What follows belongs to an exercise in optimizing a design on an open flow for small area; a production flow would make more cautious choices.
At most, simulation tests tie the RTL to the original design; equivalence was not proved.

==> module fir_decim_top, before the edit <==
module fir_decim_top(
    input  wire logic                                       clk,
    input  wire logic                                       reset,
    input  wire logic                                       sample_in_rdy,
    input  wire logic signed [fir_decim_pkg::SAMPLE_W-1:0] sample_in_l,
    input  wire logic signed [fir_decim_pkg::SAMPLE_W-1:0] sample_in_r,
    output logic                                            sample_out_rdy,
    output logic      signed [fir_decim_pkg::SAMPLE_W-1:0] sample_out_l,
    output logic      signed [fir_decim_pkg::SAMPLE_W-1:0] sample_out_r,
    output logic                                            overrun,
    output logic                                            init_done
);
    localparam int SW  = fir_decim_pkg::SAMPLE_W;
    localparam int SLW = fir_decim_pkg::SEL_W;
    localparam int AW  = 36;    
    localparam int WIN = 40;    
    localparam int HW  = AW - fir_decim_pkg::OUT_SHIFT;    
    logic [5:0] cnt, cnt_d;      
    logic [2:0] pidx, pidx_d;    
    logic       win, win_d;      
    logic       init_d;
    logic       acc_valid;
    logic       is_wait, accept, win_last, done;
    assign is_wait  = init_done && (cnt == '0);
    assign accept   = is_wait && sample_in_rdy;
    assign win_last = win && (cnt == 6'd1);
    always_comb begin
        cnt_d  = cnt;
        pidx_d = pidx;
        win_d  = win;
        if (accept) begin
            pidx_d = pidx + 1'b1;
            cnt_d  = (pidx == 3'd7) ? 6'(WIN) : 6'd1;
            win_d  = (pidx == 3'd7);
        end else if (cnt != '0) begin
            cnt_d = cnt - 1'b1;
            if (cnt == 6'd1) win_d = 1'b0;
        end
        init_d = init_done || (cnt == 6'd1);
    end
    always_ff @(posedge clk or posedge reset) begin
        if (reset) begin
            cnt       <= 6'd34;
            pidx      <= '0;
            win       <= 1'b0;
            acc_valid <= 1'b0;
            overrun   <= 1'b0;
            init_done <= 1'b0;
        end else begin
            cnt       <= cnt_d;
            pidx      <= pidx_d;
            win       <= win_d;
            init_done <= init_d;
            acc_valid <= win_last;
            overrun   <= sample_in_rdy && !is_wait;
        end
    end
    localparam int QD = 4;
    logic [2*SW-1:0] q [QD];
    logic [QD-1:0]   qv;           
    logic [QD-1:0]   qmv;          
    logic [2*SW-1:0] xr;
    logic [2:0]      xc, xc_d;     
    logic [2:0]      xp, xp_d;     
    logic            ext, ext_d;   
    logic            late, late_d; 
    logic            x_free, x_load, q_push, rebase, tap32;
    assign x_free = (xc <= 3'd1) && !ext && !(xc == 3'd1 && xp == 3'd7);
    assign x_load = x_free && (qv[QD-1] || (accept && qv == '0));
    assign q_push = accept && !(x_load && !qv[QD-1]);
    logic [QD-1:0] qlv;
    always_comb begin
        qlv[QD-1] = x_load && qv[QD-1];
        qmv[QD-1] = qv[QD-2] && (!qv[QD-1] || qlv[QD-1]);
        for (int i = QD - 2; i >= 1; i--) begin
            qlv[i] = qmv[i+1];
            qmv[i] = qv[i-1] && (!qv[i] || qlv[i]);
        end
        qlv[0] = qmv[1];
        qmv[0] = q_push;
    end
    assign tap32 = ext && late && (jh == 2'd3);
    always_comb begin
        xc_d   = x_load ? 3'd4 : (xc != '0) ? xc - 1'b1 : xc;
        xp_d   = x_load ? xp + 1'b1 : xp;
        ext_d  = (xc == 3'd1 && xp == 3'd7) || (ext && !tap32);
        late_d = !x_load && (late || done);
    end
    assign rebase = done;
    always_ff @(posedge clk or posedge reset) begin
        if (reset) begin
            qv <= '0;
            xc <= '0;
            xp <= 3'd7;
            ext  <= 1'b0;
            late <= 1'b0;
        end else begin
            qv <= qmv | (qv & ~qlv);
            xc <= xc_d;
            xp <= xp_d;
            ext  <= ext_d;
            late <= late_d;
        end
    end
    always_ff @(posedge clk) begin
        if (q_push) q[0][2*SW-1:HW] <= sample_in_l[SW-1:HW-SW];
        if (q_push || done) q[0][HW-1:0] <= done ? sum_l[AW-1:AW-HW] : {sample_in_l[HW-SW-1:0], sample_in_r};
        if (qmv[1]) q[1][2*SW-1:HW] <= q[0][2*SW-1:HW];
        if (qmv[1] || done) q[1][HW-1:0] <= done ? sum_r[AW-1:AW-HW] : q[0][HW-1:0];
        for (int i = 2; i < QD - 1; i++) begin
            if (qmv[i]) q[i] <= q[i-1];
        end
        if (qmv[QD-1] || x_load && xp == 3'd6) q[QD-1] <= qmv[QD-1] ? q[QD-2] : xr;
        if (x_load) xr <= qv[QD-1] ? q[QD-1] : {sample_in_l, sample_in_r};
    end
    logic [1:0] jh, jh_d;
    assign jh_d = rebase ? jh : jh + 1'b1;
    always_ff @(posedge clk or posedge reset) begin
        if (reset) begin
            jh <= '0;
        end else begin
            jh <= jh_d;
        end
    end
    assign done = (xc != '0) && (xp == 3'd7) && (jh == 2'd0) && !late;
    logic [SLW-1:0] sel;
    logic           tap_on_d;
    logic [2:0]     tap_j_d;
    assign tap_on_d = (xc_d != '0) || (ext_d && late_d && jh_d == 2'd3);
    assign tap_j_d  = {1'b0, jh_d} + {2'b0, late_d};
    always_ff @(posedge clk) begin
        sel <= tap_on_d ? fir_decim_pkg::fir_coef_sel({tap_j_d, ~xp_d}) : '0;
    end
    logic [AW-1:0]   ring_l [4];
    logic [AW-1:0]   ring_r [4];
    logic [AW-1:0]   sum_l, sum_r, rst_l, rst_r;
    logic [2*SW-1:0] y6;
    assign y6 = q[QD-1];
    logic            clr, clr_y6;
    assign rst_l = clr_y6 ? {{(AW-SW-1){y6[2*SW-1]}}, y6[2*SW-1:SW], 1'b0} : '0;
    assign rst_r = clr_y6 ? {{(AW-SW-1){y6[SW-1]}},   y6[SW-1:0],    1'b0} : '0;
    dsp_mac u_mac_l (.acc(ring_l[0]), .x(xr[2*SW-1:SW]), .sel(sel), .sum(sum_l));
    dsp_mac u_mac_r (.acc(ring_r[0]), .x(xr[SW-1:0]),    .sel(sel), .sum(sum_r));
    always_ff @(posedge clk) begin
        clr       <= !init_done || done;
        clr_y6    <= done;
        ring_l[0] <= ring_l[1];
        ring_r[0] <= ring_r[1];
        ring_l[1] <= ring_l[2];
        ring_r[1] <= ring_r[2];
        ring_l[2] <= clr ? rst_l : ring_l[3];
        ring_r[2] <= clr ? rst_r : ring_r[3];
        ring_l[3] <= sum_l;
        ring_r[3] <= sum_r;
    end
    function automatic logic [SW-1:0] sat(input logic [HW-1:0] s);
        if (s[HW-1:SW-1] == '0 || s[HW-1:SW-1] == '1) begin
            sat = s[SW-1:0];
        end else begin
            sat = {s[HW-1], {(SW-1){!s[HW-1]}}};
        end
    endfunction
    logic [HW-1:0] hold_l, hold_r;
    assign hold_l = q[0][HW-1:0];
    assign hold_r = q[1][HW-1:0];
    always_ff @(posedge clk or posedge reset) begin
        if (reset) begin
            sample_out_rdy <= 1'b0;
            sample_out_l   <= '0;
            sample_out_r   <= '0;
        end else begin
            sample_out_rdy <= acc_valid;
            sample_out_l   <= acc_valid ? sat(hold_l) : '0;
            sample_out_r   <= acc_valid ? sat(hold_r) : '0;
        end
    end
endmodule
export LEC_CHECK = 0
export CAP_MARGIN = 20
export CORE_MARGIN = 2
export CORE_UTILIZATION = 40
export CTS_BUF_LIST = sky130_fd_sc_hd__clkbuf_16
export CTS_CLUSTER_DIAMETER = 100
export CTS_CLUSTER_SIZE = 28
export SLEW_MARGIN = 20
export SYNTH_HIERARCHICAL = 1
export SYNTH_MINIMUM_KEEP_SIZE = 0
create_clock -name core_clock -period 10.0 [get_ports {clk}]
standard.sh (not shown) runs the stock make flow with config.mk's settings and CLKGATE_MAP_FILE= SYNTH_SCRIPT=/design/flow/synth_recipe.tcl, a recipe that flattens the netlist after the stock synthesis.
==> flow/flow/run.sh <==
#!/bin/bash
# The standard layout (the standard.sh, synthesis included), except that
# - the port buffers are the smallest buffer, sky130_fd_sc_hd__buf_1
# - clock tree synthesis inserts no dummy loads (same clustering and buffer
#   as config.mk's CTS settings otherwise)
# All of make's output (every tool's log) goes to standard.log here; ORFS
# also keeps each step's own log under orfs/logs.
set -euo pipefail
export BUFFER_PORTS_ARGS="-buffer_cell sky130_fd_sc_hd__buf_1"
export CTS_ARGS="-sink_clustering_enable -repair_clock_nets -sink_clustering_size 28 -sink_clustering_max_diameter 100 -buf_list sky130_fd_sc_hd__clkbuf_16 -dont_use_dummy_load"
bash standard.sh > standard.log 2>&1
Edit:
--- a/flow/design.v
+++ b/flow/design.v
@@ -571,12 +571,13 @@
     logic [5:0] cnt, cnt_d;      
     logic [2:0] pidx, pidx_d;    
     logic       win, win_d;      
     logic       init_d;
     logic       acc_valid;
     logic       is_wait, accept, win_last, done;
+    logic [1:0] jh, jh_d;        
     assign is_wait  = init_done && (cnt == '0);
     assign accept   = is_wait && sample_in_rdy;
     assign win_last = win && (cnt == 6'd1);
     always_comb begin
         cnt_d  = cnt;
         pidx_d = pidx;
@@ -606,12 +607,17 @@
             init_done <= init_d;
             acc_valid <= win_last;
             overrun   <= sample_in_rdy && !is_wait;
         end
     end
     localparam int QD = 4;
+    logic [AW-1:0]   ring_l [4];
+    logic [AW-1:0]   ring_r [4];
+    logic [AW-1:0]   sum_l, sum_r, rst_l, rst_r;
+    logic [2*SW-1:0] y6;
+    logic            clr, clr_y6;
     logic [2*SW-1:0] q [QD];
     logic [QD-1:0]   qv;           
     logic [QD-1:0]   qmv;          
     logic [2*SW-1:0] xr;
     logic [2:0]      xc, xc_d;     
     logic [2:0]      xp, xp_d;     
@@ -654,45 +660,35 @@
             ext  <= ext_d;
             late <= late_d;
         end
     end
     always_ff @(posedge clk) begin
         if (q_push) q[0][2*SW-1:HW] <= sample_in_l[SW-1:HW-SW];
-        if (q_push || done) q[0][HW-1:0] <= done ? sum_l[AW-1:AW-HW] : {sample_in_l[HW-SW-1:0], sample_in_r};
+        if (q_push || clr_y6) q[0][HW-1:0] <= clr_y6 ? ring_l[3][AW-1:AW-HW] : {sample_in_l[HW-SW-1:0], sample_in_r};
         if (qmv[1]) q[1][2*SW-1:HW] <= q[0][2*SW-1:HW];
-        if (qmv[1] || done) q[1][HW-1:0] <= done ? sum_r[AW-1:AW-HW] : q[0][HW-1:0];
+        if (qmv[1] || clr_y6) q[1][HW-1:0] <= clr_y6 ? ring_r[3][AW-1:AW-HW] : q[0][HW-1:0];
         for (int i = 2; i < QD - 1; i++) begin
             if (qmv[i]) q[i] <= q[i-1];
         end
         if (qmv[QD-1] || x_load && xp == 3'd6) q[QD-1] <= qmv[QD-1] ? q[QD-2] : xr;
         if (x_load) xr <= qv[QD-1] ? q[QD-1] : {sample_in_l, sample_in_r};
     end
-    logic [1:0] jh, jh_d;
     assign jh_d = rebase ? jh : jh + 1'b1;
     always_ff @(posedge clk or posedge reset) begin
         if (reset) begin
             jh <= '0;
         end else begin
             jh <= jh_d;
         end
     end
     assign done = (xc != '0) && (xp == 3'd7) && (jh == 2'd0) && !late;
     logic [SLW-1:0] sel;
-    logic           tap_on_d;
-    logic [2:0]     tap_j_d;
-    assign tap_on_d = (xc_d != '0) || (ext_d && late_d && jh_d == 2'd3);
-    assign tap_j_d  = {1'b0, jh_d} + {2'b0, late_d};
-    always_ff @(posedge clk) begin
-        sel <= tap_on_d ? fir_decim_pkg::fir_coef_sel({tap_j_d, ~xp_d}) : '0;
-    end
-    logic [AW-1:0]   ring_l [4];
-    logic [AW-1:0]   ring_r [4];
-    logic [AW-1:0]   sum_l, sum_r, rst_l, rst_r;
-    logic [2*SW-1:0] y6;
+    logic [2:0]     tap_j;
+    assign tap_j = {1'b0, jh} + {2'b0, late};
+    assign sel   = (xc != '0 || tap32) ? fir_decim_pkg::fir_coef_sel({tap_j, ~xp}) : '0;
     assign y6 = q[QD-1];
-    logic            clr, clr_y6;
     assign rst_l = clr_y6 ? {{(AW-SW-1){y6[2*SW-1]}}, y6[2*SW-1:SW], 1'b0} : '0;
     assign rst_r = clr_y6 ? {{(AW-SW-1){y6[SW-1]}},   y6[SW-1:0],    1'b0} : '0;
     dsp_mac u_mac_l (.acc(ring_l[0]), .x(xr[2*SW-1:SW]), .sel(sel), .sum(sum_l));
     dsp_mac u_mac_r (.acc(ring_r[0]), .x(xr[SW-1:0]),    .sel(sel), .sum(sum_r));
     always_ff @(posedge clk) begin
         clr       <= !init_done || done;
Fmax shrinks slightly.
Register-to-register slack is worse by 0.11 ns.
Wire length shrinks by a few percent.
Worst hold slack is better by 0.044 ns.
Count of clock-buffer cells in the layout shrinks by 1.
Clock skew shrinks by 0.010 ns.
Cell area grows slightly.
Synthesized cell count shrinks slightly.
Core utilization grows by 1.6 points.
Final cell count grows slightly.
No functional check of the RTL was part of the second run of this note.

==> re-timing with driven ports <==
The results above use ideal ports. As a check the final layouts listed here were re-extracted and re-timed, cells and wires unchanged. Step 1 (the two cells are an assumption about what drives the block):
set clk [get_ports {clk}]
set_driving_cell -lib_cell sky130_fd_sc_hd__clkbuf_16 $clk
set_driving_cell -lib_cell sky130_fd_sc_hd__buf_2 [delete_from_list [all_inputs] $clk]
Step 2 moves the port delays by t, midway between the first and last clock arrival at a register: inputs arrive t later, outputs are due t later. That takes back most of the time a late clock gives input paths. a / b / c = no drivers / after step 1 / after step 2; a / b = the first two.
run | t (ns) | setup slack, ns | worst register clock-pin slew, ns
the first run | 0.666 | 0.387 / 0.387 / 0.387 | 0.11 / 0.11
the second run | 0.635 | 0.275 / 0.275 / 0.275 | 0.11 / 0.11
After both steps setup and hold are still met in every run listed.
